What follows belongs to an exercise in optimizing a design on an open flow for small area, a short achievable clock period and few clock cycles; a production flow would make more cautious choices. Power figures rest on the tool's default switching activity, not on a simulated workload.

==> wip/onyx <==
==> flow/design.v <==
package att_pkg;
    typedef enum logic [1:0] {
        OP_WRITE_QUERY = 2'd0,
        OP_WRITE_KEY   = 2'd1,
        OP_RUN         = 2'd2,
        OP_READ_SCORE  = 2'd3
    } att_op_e;
endpackage
module fp16_mul (
    input  logic        clk,
    input  logic [15:0] a,
    input  logic [15:0] b,
    output logic [15:0] p
);
    function automatic logic [43:0] csa(input logic [21:0] x, input logic [21:0] y,
                                        input logic [21:0] z);
        logic [21:0] s;
        logic [21:0] c;
        s = x ^ y ^ z;
        c = ((x & y) | (x & z) | (y & z)) << 1;
        csa = {s, c};
    endfunction
    logic [10:0] ma;
    logic [10:0] mb;
    logic [21:0] pp [11];
    logic [21:0] l1 [8];
    logic [21:0] l2 [6];
    logic [21:0] l3 [4];
    logic [21:0] l4 [3];
    logic [21:0] row_s;
    logic [21:0] row_c;
    assign ma = {1'b1, a[9:0]};
    assign mb = {1'b1, b[9:0]};
    always_comb begin
        for (int i = 0; i < 11; i++) begin
            pp[i] = 22'(mb[i] ? ma : 11'd0) << i;
        end
        {l1[0], l1[1]} = csa(pp[0], pp[1], pp[2]);
        {l1[2], l1[3]} = csa(pp[3], pp[4], pp[5]);
        {l1[4], l1[5]} = csa(pp[6], pp[7], pp[8]);
        l1[6] = pp[9];
        l1[7] = pp[10];
        {l2[0], l2[1]} = csa(l1[0], l1[1], l1[2]);
        {l2[2], l2[3]} = csa(l1[3], l1[4], l1[5]);
        l2[4] = l1[6];
        l2[5] = l1[7];
        {l3[0], l3[1]} = csa(l2[0], l2[1], l2[2]);
        {l3[2], l3[3]} = csa(l2[3], l2[4], l2[5]);
        {l4[0], l4[1]} = csa(l3[0], l3[1], l3[2]);
        l4[2] = l3[3];
        {row_s, row_c} = csa(l4[0], l4[1], l4[2]);
    end
    logic [21:0] s_q;
    logic [21:0] c_q;
    logic [5:0]  e_q;
    logic        z_q;
    logic        sg_q;
    always_ff @(posedge clk) begin
        s_q  <= row_s;
        c_q  <= row_c;
        e_q  <= {1'b0, a[14:10]} + {1'b0, b[14:10]};
        z_q  <= (a[14:10] == 5'd0) || (b[14:10] == 5'd0);
        sg_q <= a[15] ^ b[15];
    end
    logic [21:0] prod;
    logic        norm;
    logic [6:0]  e_sum;
    logic [6:0]  e_res;
    logic [15:0] p_next;
    always_comb begin
        prod  = s_q + c_q;
        norm  = prod[21];
        e_sum = {1'b0, e_q} + {6'd0, norm};
        e_res = e_sum - 7'd15;
        p_next[15]    = sg_q;
        p_next[14:10] = e_res[4:0];
        p_next[9:0]   = norm ? prod[20:11] : prod[19:10];
        if (z_q || e_sum <= 7'd15) begin
            p_next[14:0] = 15'd0;
        end else if (e_res >= 7'd31) begin
            p_next[14:0] = {5'd30, 10'h3ff};
        end
    end
    always_ff @(posedge clk) begin
        p <= p_next;
    end
endmodule
module fp16_add (
    input  logic        clk,
    input  logic [15:0] a,
    input  logic [15:0] b,
    output logic [15:0] s
);
    logic [13:0] ma;
    logic [13:0] mb;
    logic [4:0]  d_ab;
    logic [4:0]  d_ba;
    logic [13:0] a_sh;
    logic [13:0] b_sh;
    logic        a_st;
    logic        b_st;
    logic        b_gt;
    logic [13:0] mx;
    logic [13:0] y_al;
    logic        sub;
    logic [14:0] sum;
    always_comb begin
        ma   = {|a[14:10], a[9:0] & {10{|a[14:10]}}, 3'b000};
        mb   = {|b[14:10], b[9:0] & {10{|b[14:10]}}, 3'b000};
        d_ab = a[14:10] - b[14:10];
        d_ba = b[14:10] - a[14:10];
        a_sh = ma >> d_ba;
        b_sh = mb >> d_ab;
        a_st = |(ma & ~(14'h3fff << d_ba));
        b_st = |(mb & ~(14'h3fff << d_ab));
        b_gt = {b[14:10], mb[12:3]} > {a[14:10], ma[12:3]};
        if (b_gt) begin
            mx   = mb;
            y_al = a_sh | {13'd0, a_st};
        end else begin
            mx   = ma;
            y_al = b_sh | {13'd0, b_st};
        end
        sub = a[15] ^ b[15];
        sum = {1'b0, mx} + ({1'b0, y_al} ^ {15{sub}}) + {14'd0, sub};
    end
    logic [14:0] sum_q;
    logic [4:0]  xe_q;
    logic        xs_q;
    logic        ys_q;
    always_ff @(posedge clk) begin
        sum_q <= sum;
        xe_q  <= b_gt ? b[14:10] : a[14:10];
        xs_q  <= b_gt ? b[15] : a[15];
        ys_q  <= b_gt ? a[15] : b[15];
    end
    logic [3:0]  lz;
    logic [14:0] sum_norm;
    logic [6:0]  e_top;
    logic [6:0]  e_res;
    logic [15:0] s_next;
    always_comb begin
        lz = 4'd15;
        for (int i = 0; i <= 14; i++) begin
            if (sum_q[i]) lz = 4'(14 - i);
        end
        sum_norm = sum_q << lz;
        e_top = {2'b00, xe_q} + 7'd1;
        e_res = e_top - {3'b000, lz};
        s_next[15]    = xs_q;
        s_next[14:10] = e_res[4:0];
        s_next[9:0]   = sum_norm[13:4];
        if (sum_q == 15'd0) begin
            s_next = {xs_q & ys_q, 15'd0};
        end else if (e_top <= {3'b000, lz}) begin
            s_next[14:0] = 15'd0;
        end else if (e_res >= 7'd31) begin
            s_next[14:0] = {5'd30, 10'h3ff};
        end
    end
    always_ff @(posedge clk) begin
        s <= s_next;
    end
endmodule
module matrix_store #(
    parameter bit CLR = 1'b0
) (
    input  logic         clk,
    input  logic         rst,
    input  logic [15:0]  ins,
    input  logic [255:0] din,
    output logic [255:0] slots
);
    logic [15:0] r [16];
    for (genvar p = 0; p < 16; p++) begin : g_slot
        logic [15:0] nx;
        assign nx = ins[p] ? din[16*p +: 16] : r[(p + 1) % 16];
        always_ff @(posedge clk) begin
            if (CLR && rst) begin
                r[p] <= {6'd0, nx[9:0]};
            end else begin
                r[p] <= nx;
            end
        end
        assign slots[16*p +: 16] = r[p];
    end
endmodule
module score_sequencer (
    input  logic         clk,
    input  logic         rst,
    input  logic [21:0]  cmd,
    input  logic         cmd_req,
    output logic         cmd_ack,
    output logic [15:0]  rsp_data,
    output logic [15:0]  q_ins,
    output logic [15:0]  k_ins,
    output logic [15:0]  s_ins,
    output logic [255:0] s_din,
    input  logic [255:0] q_slots,
    input  logic [255:0] k_slots,
    input  logic [255:0] s_slots
);
    localparam logic [3:0] PH_GO  = 4'd2;
    localparam logic [6:0] T_LAST = 7'd67;
    logic [1:0] op;
    logic [1:0] rk;
    logic [6:0] t_rdy;
    assign op = cmd[21:20];
    assign rk    = cmd[19:18] ^ cmd[17:16];
    assign t_rdy = {1'b0, rk, cmd[18], 2'b00, cmd[19]} + 7'd11;
    logic [3:0] ph;
    logic [3:0] ph_m1;
    logic [3:0] ph_s;
    logic       pend;
    logic       running;
    logic [6:0] t;
    logic       s_valid;
    logic       busy;
    logic       rd_ok;
    logic       accept;
    logic       start;
    assign busy  = pend | running;
    assign rd_ok = !pend && (!running || t >= t_rdy);
    always_comb begin
        case (op)
            2'd0:    accept = !busy && cmd[19:16] == {ph[0], ph[3], ph[2:1]};
            2'd1:    accept = !busy && cmd[19:16] == {ph_m1[0], ph_m1[3], ph_m1[2:1]};
            2'd2:    accept = !busy;
            default: accept = rd_ok;
        endcase
        accept = accept && cmd_req && !cmd_ack;
    end
    assign start = !running && (pend || (accept && op == 2'd2)) && ph == PH_GO;
    assign q_ins = {accept && op == 2'd0, 15'd0};
    assign k_ins = {accept && op == 2'd1, 15'd0};
    always_ff @(posedge clk) begin
        if (rst) begin
            ph      <= 4'd0;
            ph_m1   <= 4'd15;
            ph_s    <= 4'd14;
            cmd_ack <= 1'b0;
            pend    <= 1'b0;
            running <= 1'b0;
            t       <= '0;
            s_valid <= 1'b0;
        end else begin
            ph    <= ph + 4'd1;
            ph_m1 <= ph_m1 + 4'd1;
            ph_s  <= ph_s - 4'd1;
            if (cmd_ack) begin
                if (!cmd_req) cmd_ack <= 1'b0;
            end else if (accept) begin
                cmd_ack <= 1'b1;
            end
            if (accept && op == 2'd2) begin
                s_valid <= 1'b1;
                pend    <= 1'b1;
            end
            if (start) begin
                pend    <= 1'b0;
                running <= 1'b1;
                t       <= '0;
            end else if (running) begin
                t <= t + 7'd1;
                if (t == T_LAST) running <= 1'b0;
            end
        end
    end
    logic [1:0]  k;
    logic [15:0] q_tap;
    logic [15:0] k_tap;
    assign k     = t[5:4];
    assign q_tap = q_slots[16*13 +: 16];
    always_comb begin
        case ({k, t[0]})
            3'b000, 3'b001: k_tap = k_slots[16*14 +: 16];
            3'b010, 3'b011: k_tap = k_slots[16*6  +: 16];
            3'b100:         k_tap = k_slots[16*15 +: 16];
            3'b101:         k_tap = k_slots[16*13 +: 16];
            3'b110:         k_tap = k_slots[16*7  +: 16];
            default:        k_tap = k_slots[16*5  +: 16];
        endcase
    end
    logic [15:0] prod;
    logic [15:0] acc;
    logic        v1, v2, v3, v4;
    logic        first1, first2;
    logic        last1, last2, last3, last4;
    logic [1:0]  k1, k2, k3, k4;
    always_ff @(posedge clk) begin
        first1 <= t[2:1] == 2'd0;
        last1  <= t[2:1] == 2'd3;
        k1     <= k;
        last2  <= last1;
        k2     <= k1;
        first2 <= first1;
        last3  <= last2;
        k3     <= k2;
        last4  <= last3;
        k4     <= k3;
        if (rst) begin
            v1 <= 1'b0;
            v2 <= 1'b0;
            v3 <= 1'b0;
            v4 <= 1'b0;
        end else begin
            v1 <= running && !t[6];
            v2 <= v1;
            v3 <= v2;
            v4 <= v3;
        end
    end
    fp16_mul mul_i (
        .clk (clk),
        .a   (q_tap),
        .b   (k_tap),
        .p   (prod)
    );
    fp16_add add_i (
        .clk (clk),
        .a   (first2 ? 16'h0000 : acc),
        .b   (prod),
        .s   (acc)
    );
    logic [15:0] half;
    assign half = (acc[14:10] <= 5'd1) ? {acc[15], 15'd0}
                                       : {acc[15], acc[14:10] - 5'd1, acc[9:0]};
    always_comb begin
        s_din = {16{half}};
        s_ins = '0;
        s_ins[{k4, 1'b0}] = v4 && last4;
    end
    logic [3:0] s_slot;
    assign s_slot = {cmd[18], rk, cmd[19]} + ph_s;
    always_ff @(posedge clk) begin
        rsp_data <= s_valid ? s_slots[16*s_slot +: 16] : 16'h0000;
    end
endmodule
`timescale 1ns/1ns
module attention_score (
    input  logic               clk,
    input  logic               rst,
    input  logic [21:0]        cmd,
    input  logic               cmd_req,
    output logic               cmd_ack,
    output logic [15:0]        rsp_data
);
    logic [15:0]  q_ins;
    logic [15:0]  k_ins;
    logic [15:0]  s_ins;
    logic [255:0] s_din;
    logic [255:0] q_slots;
    logic [255:0] k_slots;
    logic [255:0] s_slots;
    matrix_store #(.CLR(1'b1)) q_i (
        .clk   (clk),
        .rst   (rst),
        .ins   (q_ins),
        .din   ({16{cmd[15:0]}}),
        .slots (q_slots)
    );
    matrix_store #(.CLR(1'b1)) k_i (
        .clk   (clk),
        .rst   (rst),
        .ins   (k_ins),
        .din   ({16{cmd[15:0]}}),
        .slots (k_slots)
    );
    matrix_store #(.CLR(1'b0)) s_i (
        .clk   (clk),
        .rst   (rst),
        .ins   (s_ins),
        .din   (s_din),
        .slots (s_slots)
    );
    score_sequencer seq_i (
        .clk      (clk),
        .rst      (rst),
        .cmd      (cmd),
        .cmd_req  (cmd_req),
        .cmd_ack  (cmd_ack),
        .rsp_data (rsp_data),
        .q_ins    (q_ins),
        .k_ins    (k_ins),
        .s_ins    (s_ins),
        .s_din    (s_din),
        .q_slots  (q_slots),
        .k_slots  (k_slots),
        .s_slots  (s_slots)
    );
endmodule
==> flow/run.sh <==
#!/bin/bash
# synth_recipe.tcl (not shown) runs the flow's synth.tcl, then flattens the netlist and writes it again
# the make line also repeats each setting of config.mk as NAME=value (left out here)
make -C /OpenROAD-flow-scripts/flow DESIGN_CONFIG=/design/flow/config.mk WORK_HOME=/design/flow/orfs CLKGATE_MAP_FILE= SYNTH_SCRIPT=/design/flow/synth_recipe.tcl finish
==> flow/config.mk <==
export PLATFORM = sky130hd
export DESIGN_NAME = attention_score
export DESIGN_NICKNAME = attention_score
export VERILOG_FILES = /design/flow/design.v
export SDC_FILE = /design/flow/constraint.sdc
export NUM_CORES = 4
export LEC_CHECK = 0
export ABC_CLOCK_PERIOD_IN_PS = 4500
export CAP_MARGIN = 20
export CORE_MARGIN = 2
export CORE_UTILIZATION = 40
export SETUP_SLACK_MARGIN = 5
export SLEW_MARGIN = 20
==> flow/constraint.sdc <==
create_clock -name core_clock -period 10.5 [get_ports {clk}]
set_input_delay 2.1000 -clock core_clock [delete_from_list [all_inputs] [get_ports {clk}]]
set_output_delay 2.1000 -clock core_clock [all_outputs]
set_load 0.01 [all_outputs]
==> wip/fjord (differences from wip/onyx) <==
==> flow/design.v, changed modules only <==
module fp16_mul (
    input  logic        clk,
    input  logic [15:0] a,
    input  logic [15:0] b,
    output logic [15:0] p
);
    function automatic logic [43:0] csa(input logic [21:0] x, input logic [21:0] y,
                                        input logic [21:0] z);
        logic [21:0] s;
        logic [21:0] c;
        s = x ^ y ^ z;
        c = ((x & y) | (x & z) | (y & z)) << 1;
        csa = {s, c};
    endfunction
    logic [10:0] ma;
    logic [10:0] mb;
    logic [21:0] pp [11];
    logic [21:0] l1 [8];
    logic [21:0] l2 [6];
    logic [21:0] l3 [4];
    logic [21:0] l4 [3];
    logic [21:0] row_s;
    logic [21:0] row_c;
    logic [21:0] prod;
    logic        norm;
    logic [6:0]  e_sum;
    logic [6:0]  e_res;
    logic [15:0] p_next;
    assign ma = {1'b1, a[9:0]};
    assign mb = {1'b1, b[9:0]};
    always_comb begin
        for (int i = 0; i < 11; i++) begin
            pp[i] = 22'(mb[i] ? ma : 11'd0) << i;
        end
        {l1[0], l1[1]} = csa(pp[0], pp[1], pp[2]);
        {l1[2], l1[3]} = csa(pp[3], pp[4], pp[5]);
        {l1[4], l1[5]} = csa(pp[6], pp[7], pp[8]);
        l1[6] = pp[9];
        l1[7] = pp[10];
        {l2[0], l2[1]} = csa(l1[0], l1[1], l1[2]);
        {l2[2], l2[3]} = csa(l1[3], l1[4], l1[5]);
        l2[4] = l1[6];
        l2[5] = l1[7];
        {l3[0], l3[1]} = csa(l2[0], l2[1], l2[2]);
        {l3[2], l3[3]} = csa(l2[3], l2[4], l2[5]);
        {l4[0], l4[1]} = csa(l3[0], l3[1], l3[2]);
        l4[2] = l3[3];
        {row_s, row_c} = csa(l4[0], l4[1], l4[2]);
        prod  = row_s + row_c;
        norm  = prod[21];
        e_sum = {2'b00, a[14:10]} + {2'b00, b[14:10]} + {6'd0, norm};
        e_res = e_sum - 7'd15;
        p_next[15]    = a[15] ^ b[15];
        p_next[14:10] = e_res[4:0];
        p_next[9:0]   = norm ? prod[20:11] : prod[19:10];
        if (a[14:10] == 5'd0 || b[14:10] == 5'd0 || e_sum <= 7'd15) begin
            p_next[14:0] = 15'd0;
        end else if (e_res >= 7'd31) begin
            p_next[14:0] = {5'd30, 10'h3ff};
        end
    end
    always_ff @(posedge clk) begin
        p <= p_next;
    end
endmodule
module fp16_add (
    input  logic        clk,
    input  logic [15:0] a,
    input  logic [15:0] b,
    output logic [15:0] s
);
    logic [14:0] am;
    logic [14:0] bm;
    logic        b_gt;
    logic [14:0] xm;
    logic [14:0] ym;
    logic [4:0]  d;
    logic [13:0] mx;
    logic [13:0] my;
    logic [13:0] y_al;
    logic        sub;
    logic [14:0] sum;
    always_comb begin
        am   = {a[14:10], a[9:0] & {10{|a[14:10]}}};
        bm   = {b[14:10], b[9:0] & {10{|b[14:10]}}};
        b_gt = bm > am;
        xm   = b_gt ? bm : am;
        ym   = b_gt ? am : bm;
        d    = xm[14:10] - ym[14:10];
        mx   = {|xm[14:10], xm[9:0], 3'b000};
        my   = {|ym[14:10], ym[9:0], 3'b000};
        y_al = (my >> d) | {13'd0, |(my & ~(14'h3fff << d))};
        sub  = a[15] ^ b[15];
        sum  = {1'b0, mx} + ({1'b0, y_al} ^ {15{sub}}) + {14'd0, sub};
    end
    logic [14:0] sum_q;
    logic [4:0]  xe_q;
    logic        xs_q;
    logic        ys_q;
    always_ff @(posedge clk) begin
        sum_q <= sum;
        xe_q  <= xm[14:10];
        xs_q  <= b_gt ? b[15] : a[15];
        ys_q  <= b_gt ? a[15] : b[15];
    end
    logic [3:0]  lz;
    logic [14:0] sum_norm;
    logic [6:0]  e_top;
    logic [6:0]  e_res;
    logic [15:0] s_next;
    always_comb begin
        lz = 4'd15;
        for (int i = 0; i <= 14; i++) begin
            if (sum_q[i]) lz = 4'(14 - i);
        end
        sum_norm = sum_q << lz;
        e_top = {2'b00, xe_q} + 7'd1;
        e_res = e_top - {3'b000, lz};
        s_next[15]    = xs_q;
        s_next[14:10] = e_res[4:0];
        s_next[9:0]   = sum_norm[13:4];
        if (sum_q == 15'd0) begin
            s_next = {xs_q & ys_q, 15'd0};
        end else if (e_top <= {3'b000, lz}) begin
            s_next[14:0] = 15'd0;
        end else if (e_res >= 7'd31) begin
            s_next[14:0] = {5'd30, 10'h3ff};
        end
    end
    always_ff @(posedge clk) begin
        s <= s_next;
    end
endmodule
module score_sequencer (
    input  logic         clk,
    input  logic         rst,
    input  logic [21:0]  cmd,
    input  logic         cmd_req,
    output logic         cmd_ack,
    output logic [15:0]  rsp_data,
    output logic [15:0]  q_ins,
    output logic [15:0]  k_ins,
    output logic [15:0]  s_ins,
    output logic [255:0] s_din,
    input  logic [255:0] q_slots,
    input  logic [255:0] k_slots,
    input  logic [255:0] s_slots
);
    localparam logic [3:0] PH_GO  = 4'd2;
    localparam logic [6:0] T_LAST = 7'd66;
    logic [1:0] op;
    logic [1:0] rk;
    logic [6:0] t_rdy;
    assign op = cmd[21:20];
    assign rk    = cmd[19:18] ^ cmd[17:16];
    assign t_rdy = {1'b0, rk, cmd[18], 2'b00, cmd[19]} + 7'd10;
    logic [3:0] ph;
    logic [3:0] ph_m1;
    logic [3:0] ph_s;
    logic       pend;
    logic       running;
    logic [6:0] t;
    logic       s_valid;
    logic       busy;
    logic       rd_ok;
    logic       accept;
    logic       start;
    assign busy  = pend | running;
    assign rd_ok = !pend && (!running || t >= t_rdy);
    always_comb begin
        case (op)
            2'd0:    accept = !busy && cmd[19:16] == {ph[0], ph[3], ph[2:1]};
            2'd1:    accept = !busy && cmd[19:16] == {ph_m1[0], ph_m1[3], ph_m1[2:1]};
            2'd2:    accept = !busy;
            default: accept = rd_ok;
        endcase
        accept = accept && cmd_req && !cmd_ack;
    end
    assign start = !running && (pend || (accept && op == 2'd2)) && ph == PH_GO;
    assign q_ins = {accept && op == 2'd0, 15'd0};
    assign k_ins = {accept && op == 2'd1, 15'd0};
    always_ff @(posedge clk) begin
        if (rst) begin
            ph      <= 4'd0;
            ph_m1   <= 4'd15;
            ph_s    <= 4'd13;
            cmd_ack <= 1'b0;
            pend    <= 1'b0;
            running <= 1'b0;
            t       <= '0;
            s_valid <= 1'b0;
        end else begin
            ph    <= ph + 4'd1;
            ph_m1 <= ph_m1 + 4'd1;
            ph_s  <= ph_s - 4'd1;
            if (cmd_ack) begin
                if (!cmd_req) cmd_ack <= 1'b0;
            end else if (accept) begin
                cmd_ack <= 1'b1;
            end
            if (accept && op == 2'd2) begin
                s_valid <= 1'b1;
                pend    <= 1'b1;
            end
            if (start) begin
                pend    <= 1'b0;
                running <= 1'b1;
                t       <= '0;
            end else if (running) begin
                t <= t + 7'd1;
                if (t == T_LAST) running <= 1'b0;
            end
        end
    end
    logic [1:0]  k;
    logic [15:0] q_tap;
    logic [15:0] k_tap;
    assign k     = t[5:4];
    assign q_tap = q_slots[16*13 +: 16];
    always_comb begin
        case ({k, t[0]})
            3'b000, 3'b001: k_tap = k_slots[16*14 +: 16];
            3'b010, 3'b011: k_tap = k_slots[16*6  +: 16];
            3'b100:         k_tap = k_slots[16*15 +: 16];
            3'b101:         k_tap = k_slots[16*13 +: 16];
            3'b110:         k_tap = k_slots[16*7  +: 16];
            default:        k_tap = k_slots[16*5  +: 16];
        endcase
    end
    logic [15:0] prod;
    logic [15:0] acc;
    logic        v1, v2, v3;
    logic        first1;
    logic        last1, last2, last3;
    logic [1:0]  k1, k2, k3;
    always_ff @(posedge clk) begin
        first1 <= t[2:1] == 2'd0;
        last1  <= t[2:1] == 2'd3;
        k1     <= k;
        last2  <= last1;
        k2     <= k1;
        last3  <= last2;
        k3     <= k2;
        if (rst) begin
            v1 <= 1'b0;
            v2 <= 1'b0;
            v3 <= 1'b0;
        end else begin
            v1 <= running && !t[6];
            v2 <= v1;
            v3 <= v2;
        end
    end
    fp16_mul mul_i (
        .clk (clk),
        .a   (q_tap),
        .b   (k_tap),
        .p   (prod)
    );
    fp16_add add_i (
        .clk (clk),
        .a   (first1 ? 16'h0000 : acc),
        .b   (prod),
        .s   (acc)
    );
    logic [15:0] half;
    assign half = (acc[14:10] <= 5'd1) ? {acc[15], 15'd0}
                                       : {acc[15], acc[14:10] - 5'd1, acc[9:0]};
    always_comb begin
        s_din = {16{half}};
        s_ins = '0;
        s_ins[{k3, 1'b0}] = v3 && last3;
    end
    logic [3:0] s_slot;
    assign s_slot = {cmd[18], rk, cmd[19]} + ph_s;
    always_ff @(posedge clk) begin
        rsp_data <= s_valid ? s_slots[16*s_slot +: 16] : 16'h0000;
    end
endmodule
==> run notes <==
- Of wip/fjord and wip/onyx, wip/onyx has the higher worst setup slack (gap 2100 ps).
- Combinational power: wip/fjord is higher than wip/onyx (about 4%).
- Final area: wip/fjord is higher than wip/onyx (about 0.5%).
- Against wip/fjord, the wire length of wip/onyx is lower by 3.1%.
- In wip/onyx the register-to-register slack is better than in wip/fjord, by 2100 ps.
No run of this note included a check of the RTL's function; only the layout flow was run.

==> separate check: timing with driven ports <==
How much do the figures lean on ideal ports? The routed layouts below were timed once more, with nothing changed but the port constraints. Step 1 assumes that a clkbuf_16 drives the clock port and a buf_2 every other input. Step 2 adds t to the input delays and takes it off the output delays; t is the mean of the earliest and latest rising clock arrival at the registers after step 1. Input paths then give back, and output paths get back, about the clock's delay inside the block. Three values: ideal, step 1, step 2; two values: the first two.
run | t (ns) | setup WS [ns] | worst setup path after step 2
wip/onyx | 0.690 | 5.235 / 5.235 / 4.736 | input to register
wip/fjord | 0.672 | 3.161 / 3.161 / 3.161 | register to register
After both steps every run listed still meets setup and hold. The setup slack of wip/onyx, which loses most, moves by 0.000 ns with the drivers and by -0.499 ns with both steps.
